This design comes from an exercise in tuning for small area, a short achievable clock period and few clock cycles on the open sky130 flow, not from production work.
Function was checked by simulation only, so behaviour that the tests miss may differ from the original.

==> 10-12 <==
==> flow/design.v (excerpt) <==
module muldiv_engine #(
    parameter int MULT_CYCLES = 5,
    parameter int DIV_CYCLES  = 10
) (
    input  logic        clk,
    input  logic        reset,
    input  logic        start,
    input  logic [2:0]  op,
    input  logic [31:0] d1,
    input  logic [31:0] d2,
    input  logic        flush,
    output logic        busy,
    output logic [31:0] hi,
    output logic [31:0] lo
);
==> flow/config.mk <==
export PLATFORM = sky130hd
export DESIGN_NAME = muldiv_engine
export DESIGN_NICKNAME = muldiv_engine
export VERILOG_FILES = /design/flow/design.v
export SDC_FILE = /design/flow/constraint.sdc
export NUM_CORES = 4
export LEC_CHECK = 0
export ABC_AREA = 1
export CAP_MARGIN = 50
export CORE_MARGIN = 2
export CORE_UTILIZATION = 40
export SLEW_MARGIN = 20
==> flow/constraint.sdc <==
create_clock -name core_clock -period 130.0 [get_ports {clk}]
set_input_delay 26.0000 -clock core_clock [delete_from_list [all_inputs] [get_ports {clk}]]
set_output_delay 26.0000 -clock core_clock [all_outputs]
set_load 0.01 [all_outputs]
run.sh (not shown) runs the stock make flow with config.mk's settings and CLKGATE_MAP_FILE= SYNTH_SCRIPT=/design/flow/synth_recipe.tcl, a recipe that flattens the netlist after the stock synthesis.
==> inputs of 05-18, as changes to 10-12 <==
--- a/flow/design.v
+++ b/flow/design.v
@@ -42,22 +42,25 @@
     logic        bprev_reg;            
     logic [32:0] macc, mx;
     logic [16:0] mb;
     logic        mcorr;
     logic [49:0] mv;
     logic        m_last;
     assign m_last = (cnt_reg == 6'd1);
     assign macc   = {macc_s_reg, hi_reg};
-    assign mx     = {sgn_reg & x_reg[31], x_reg[31:0]};
-    assign mb     = {lo_reg[15:0], bprev_reg};
+    logic        m_first, a_short, b_short, mswap, mshort;
+    assign m_first = (cnt_reg == 6'(32 / KM));
+    assign a_short = (x_reg[31:15] == 17'd0) | (sgn_reg & (x_reg[31:15] == 17'h1ffff));
+    assign b_short = (lo_reg[31:15] == 17'd0) | (sgn_reg & (lo_reg[31:15] == 17'h1ffff));
+    assign mswap   = m_first & a_short & ~b_short;
+    assign mshort  = m_first & (a_short | b_short);
+    assign mx     = mswap ? {sgn_reg & lo_reg[31], lo_reg} : {sgn_reg & x_reg[31], x_reg[31:0]};
+    assign mb     = mswap ? {x_reg[15:0], 1'b0} : {lo_reg[15:0], bprev_reg};
     assign mcorr  = ~sgn_reg & m_last & lo_reg[15];
-    logic        mshort;
-    assign mshort = (cnt_reg == 6'(32 / KM)) &
-                    ((lo_reg[31:15] == 17'd0) | (sgn_reg & (lo_reg[31:15] == 17'h1ffff)));
     wire bo0 = mb[1] ^ mb[0];
     wire bt0 = (mb[2] & ~mb[1] & ~mb[0]) | (~mb[2] & mb[1] & mb[0]);
     wire bn0 = mb[2];
     wire [33:0] pp0;
     assign pp0[0] = ((bo0 & mx[0]) | (bt0 & 1'b0)) ^ bn0;
     assign pp0[1] = ((bo0 & mx[1]) | (bt0 & mx[0])) ^ bn0;
     assign pp0[2] = ((bo0 & mx[2]) | (bt0 & mx[1])) ^ bn0;
     assign pp0[3] = ((bo0 & mx[3]) | (bt0 & mx[2])) ^ bn0;
Settings changed: CAP_MARGIN 50 to 20, CORE_UTILIZATION 40 to 50.
==> impl_metrics.env <==
export IMPL_status="finished clean"
export IMPL_seq_area_mm2=0.002633
export IMPL_grt_total_usage=0.4481
export IMPL_rows=92
export IMPL_slowest_delay_ns=0.61
export IMPL_layout_nets=5333
export IMPL_synth_area_mm2=0.03197
export IMPL_cp_top_family="simple AND/OR/NAND/NOR gates"
export IMPL_clock_latency_ns=0.39
export IMPL_grt_pass1_wl_mm=219.8
export IMPL_avgRoutedWirePerCell_um=26.50
export IMPL_layout_common_cells="926 x nand2_1, 755 x inv_1, 392 x xor2_1"
export IMPL_post_route_util=0.5496
export IMPL_firstDrtPassIters=7
Source of the figures above: 05-18

==> impl_metrics.env <==
export IMPL_layout_nets=5204
export IMPL_grt_total_usage=0.3788
export IMPL_seq_area_mm2=0.002638
export IMPL_status="finished clean"
export IMPL_avgRoutedWirePerCell_um=27.45
export IMPL_synth_area_mm2=0.03155
export IMPL_clock_latency_ns=0.42
export IMPL_grt_pass1_wl_mm=226.5
export IMPL_firstDrtPassIters=6
export IMPL_rows=102
export IMPL_layout_common_cells="865 x nand2_1, 729 x inv_1, 399 x xor2_1"
Source of the figures above: 10-12

Testbench counts of 10-12, summed over its fixed seeds: cycles 9,538.
Testbench counts of 05-18, summed over its fixed seeds: cycles 9,316.

========
==> wip/quartz <==
Starting RTL as in the previous note.
clock: 130.0 ns
lec_check: 0
abc_area: 1
cap_margin: 20
core_margin: 2
core_utilization: 40
slew_margin: 20
standard.sh (not shown) runs the stock make flow with config.mk's settings and CLKGATE_MAP_FILE= SYNTH_SCRIPT=/design/flow/synth_recipe.tcl, a recipe that flattens the netlist after the stock synthesis.
==> flow/flow/run.sh <==
#!/bin/bash
set -euo pipefail
bash standard.sh SETUP_SLACK_MARGIN=102.7 finish > standard_flow.log 2>&1
==> wip/juniper: changes against wip/quartz <==
--- a/flow/design.v
+++ b/flow/design.v
@@ -45,16 +45,19 @@
     logic        mcorr;
     logic [49:0] mv;
     logic        m_last;
     assign m_last = (cnt_reg == 6'd1);
     assign macc   = {macc_s_reg, hi_reg};
-    assign mx     = {sgn_reg & x_reg[31], x_reg[31:0]};
-    assign mb     = {lo_reg[15:0], bprev_reg};
+    logic        m_first, a_short, b_short, mswap, mshort;
+    assign m_first = (cnt_reg == 6'(32 / KM));
+    assign a_short = (x_reg[31:15] == 17'd0) | (sgn_reg & (x_reg[31:15] == 17'h1ffff));
+    assign b_short = (lo_reg[31:15] == 17'd0) | (sgn_reg & (lo_reg[31:15] == 17'h1ffff));
+    assign mswap   = m_first & a_short & ~b_short;
+    assign mshort  = m_first & (a_short | b_short);
+    assign mx     = mswap ? {sgn_reg & lo_reg[31], lo_reg} : {sgn_reg & x_reg[31], x_reg[31:0]};
+    assign mb     = mswap ? {x_reg[15:0], 1'b0} : {lo_reg[15:0], bprev_reg};
     assign mcorr  = ~sgn_reg & m_last & lo_reg[15];
-    logic        mshort;
-    assign mshort = (cnt_reg == 6'(32 / KM)) &
-                    ((lo_reg[31:15] == 17'd0) | (sgn_reg & (lo_reg[31:15] == 17'h1ffff)));
     wire bo0 = mb[1] ^ mb[0];
     wire bt0 = (mb[2] & ~mb[1] & ~mb[0]) | (~mb[2] & mb[1] & mb[0]);
     wire bn0 = mb[2];
     wire [33:0] pp0;
     assign pp0[0] = ((bo0 & mx[0]) | (bt0 & 1'b0)) ^ bn0;
==> flow/run.sh (new file) <==
#!/bin/bash
# synth_recipe.tcl (not shown) runs the flow's synth.tcl, then flattens the netlist and writes it again
# the make line also repeats each setting of config.mk as NAME=value (left out here)
make -C /OpenROAD-flow-scripts/flow DESIGN_CONFIG=/design/flow/config.mk WORK_HOME=/design/flow/orfs CLKGATE_MAP_FILE= SYNTH_SCRIPT=/design/flow/synth_recipe.tcl finish
- CORE_UTILIZATION: 40 -> 55
- PLACE_DENSITY: default -> 0.7
removed: flow/flow/run.sh
removed: flow/standard.sh
==> wip/xenon: changes against wip/quartz <==
--- a/flow/design.v
+++ b/flow/design.v
@@ -48,13 +48,10 @@
     assign m_last = (cnt_reg == 6'd1);
     assign macc   = {macc_s_reg, hi_reg};
     assign mx     = {sgn_reg & x_reg[31], x_reg[31:0]};
     assign mb     = {lo_reg[15:0], bprev_reg};
     assign mcorr  = ~sgn_reg & m_last & lo_reg[15];
-    logic        mshort;
-    assign mshort = (cnt_reg == 6'(32 / KM)) &
-                    ((lo_reg[31:15] == 17'd0) | (sgn_reg & (lo_reg[31:15] == 17'h1ffff)));
     wire bo0 = mb[1] ^ mb[0];
     wire bt0 = (mb[2] & ~mb[1] & ~mb[0]) | (~mb[2] & mb[1] & mb[0]);
     wire bn0 = mb[2];
     wire [33:0] pp0;
     assign pp0[0] = ((bo0 & mx[0]) | (bt0 & 1'b0)) ^ bn0;
@@ -996,21 +993,15 @@
                         OP_MTLO: lo_reg <= d1;
                         default: ;
                     endcase
                 end
                 S_MUL: begin
-                    if (mshort) begin
-                        hi_reg    <= {{14{mv[49]}}, mv[49:32]};
-                        lo_reg    <= mv[31:0];
-                        state_reg <= S_IDLE;
-                    end else begin
-                        {macc_s_reg, hi_reg} <= mv[48:16];
-                        lo_reg    <= {mv[15:0], lo_reg[31:16]};
-                        bprev_reg <= lo_reg[15];
-                        cnt_reg   <= cnt_reg - 6'd1;
-                        if (m_last) state_reg <= S_IDLE;
-                    end
+                    {macc_s_reg, hi_reg} <= mv[48:16];
+                    lo_reg    <= {mv[15:0], lo_reg[31:16]};
+                    bprev_reg <= lo_reg[15];
+                    cnt_reg <= cnt_reg - 6'd1;
+                    if (m_last) state_reg <= S_IDLE;
                 end
                 S_DIV1: begin
                     negq_reg <= neg_a ^ neg_b;
                     negr_reg <= neg_a;
                     x_reg    <= d_div[KD];
==> flow/run.sh (new file) <==
#!/bin/bash
# synth_recipe.tcl (not shown) runs the flow's synth.tcl, then flattens the netlist and writes it again
# the make line also repeats each setting of config.mk as NAME=value (left out here)
make -C /OpenROAD-flow-scripts/flow DESIGN_CONFIG=/design/flow/config.mk WORK_HOME=/design/flow/orfs CLKGATE_MAP_FILE= SYNTH_SCRIPT=/design/flow/synth_recipe.tcl finish
removed: flow/flow/run.sh
removed: flow/standard.sh
==> notes <==
- wip/xenon finished clean. wip/quartz passed the timing, DRC and antenna checks. wip/juniper finished with timing, DRC and antenna clean.
- Core utilization: wip/xenon < wip/quartz < wip/juniper.
- Area after synthesis: wip/xenon < wip/quartz < wip/juniper.
- Critical path depth, lowest first: wip/juniper, wip/quartz, wip/xenon.
- Final cell count, lowest first: wip/juniper, wip/xenon, wip/quartz.
- Non-clock buffer count, lowest first: wip/xenon, wip/juniper, wip/quartz.
==> figures <==
|  | wip/xenon | wip/juniper | wip/quartz |
|---|---|---|---|
| Crit path launch | op[2] | d2[5] | d2[5] |
| Synthesized instance count | 4,676 | 4,796 | 4,644 |
| Worst r2r src | lo_reg[3] | lo_reg[0] | sgn_reg |
| ANT cells | 0 | 3 | 7 |
| WP data required | 130.35 ns | 130.29 ns | 130.32 ns |
| Area of the multi-input gates | 0.0247 mm^2 | 0.0255 mm^2 | 0.0256 mm^2 |
| Highest clock rate | 34.4 MHz | 33.7 MHz | 35.4 MHz |
| Area after DPL | 0.0337 mm^2 | 0.0342 mm^2 | 0.0340 mm^2 |
| Floorplan row count | 102 | 88 | 102 |
| Share of layout cells above drive strength 1 | 4.89% | 5.91% | 10.8% |
| Clock slew at reported path FFs | 0.10 ns | 0.09 ns | 0.10 ns |
| Complex-gate fraction of the synthesized area | 22.3% | 23.2% | 22.0% |
| Status | timing/DRC/antenna clean | timing/DRC/antenna clean | timing/DRC/antenna clean |
Testbench counts of wip/quartz, summed over its fixed seeds: cycles 9,538.
Testbench counts of wip/juniper, summed over its fixed seeds: cycles 9,316.
Testbench counts of wip/xenon, summed over its fixed seeds: cycles 9,939.

## port drivers added, routing unchanged
The results above use ideal ports. As a check the final layouts listed here were re-extracted and re-timed, cells and wires unchanged.
Step 1, drivers: a clkbuf_16 drives clk and a buf_2 each remaining input, both assumed.
Step 2 adds t to the input delays and takes it off the output delays; t is the mean of the earliest and latest rising clock arrival at the registers after step 1. Input paths then give back, and output paths get back, about the clock's delay inside the block.
Slacks: ideal / step 1 / step 2; pairs: ideal / step 1.
| run | t (ns) | setup WS [ns] | worst hold slack (ns) | worst register clock-pin slew, ns | pins driven straight from the clock port |
|---|---|---|---|---|---|
| 10-12 | 0.473 | 100.688 / 100.665 / 100.192 | 0.469 / 0.469 / 0.469 | 0.10 / 0.10 | 1 |
| 05-18 | 0.446 | 100.779 / 100.815 / 100.369 | 0.518 / 0.518 / 0.518 | 0.09 / 0.09 | 1 |
| wip/quartz | 0.463 | 101.749 / 101.779 / 101.317 | 0.529 / 0.529 / 0.529 | 0.10 / 0.10 | 1 |
| wip/juniper | 0.447 | 100.363 / 100.399 / 99.952 | 0.572 / 0.572 / 0.572 | 0.09 / 0.09 | 1 |
| wip/xenon | 0.465 | 100.964 / 100.999 / 100.534 | 0.575 / 0.575 / 0.575 | 0.11 / 0.11 | 1 |
After both steps setup and hold are still met in every run listed. For 10-12, which loses most, drivers alone change the setup slack by -0.023 ns; drivers and shift together by -0.496 ns.
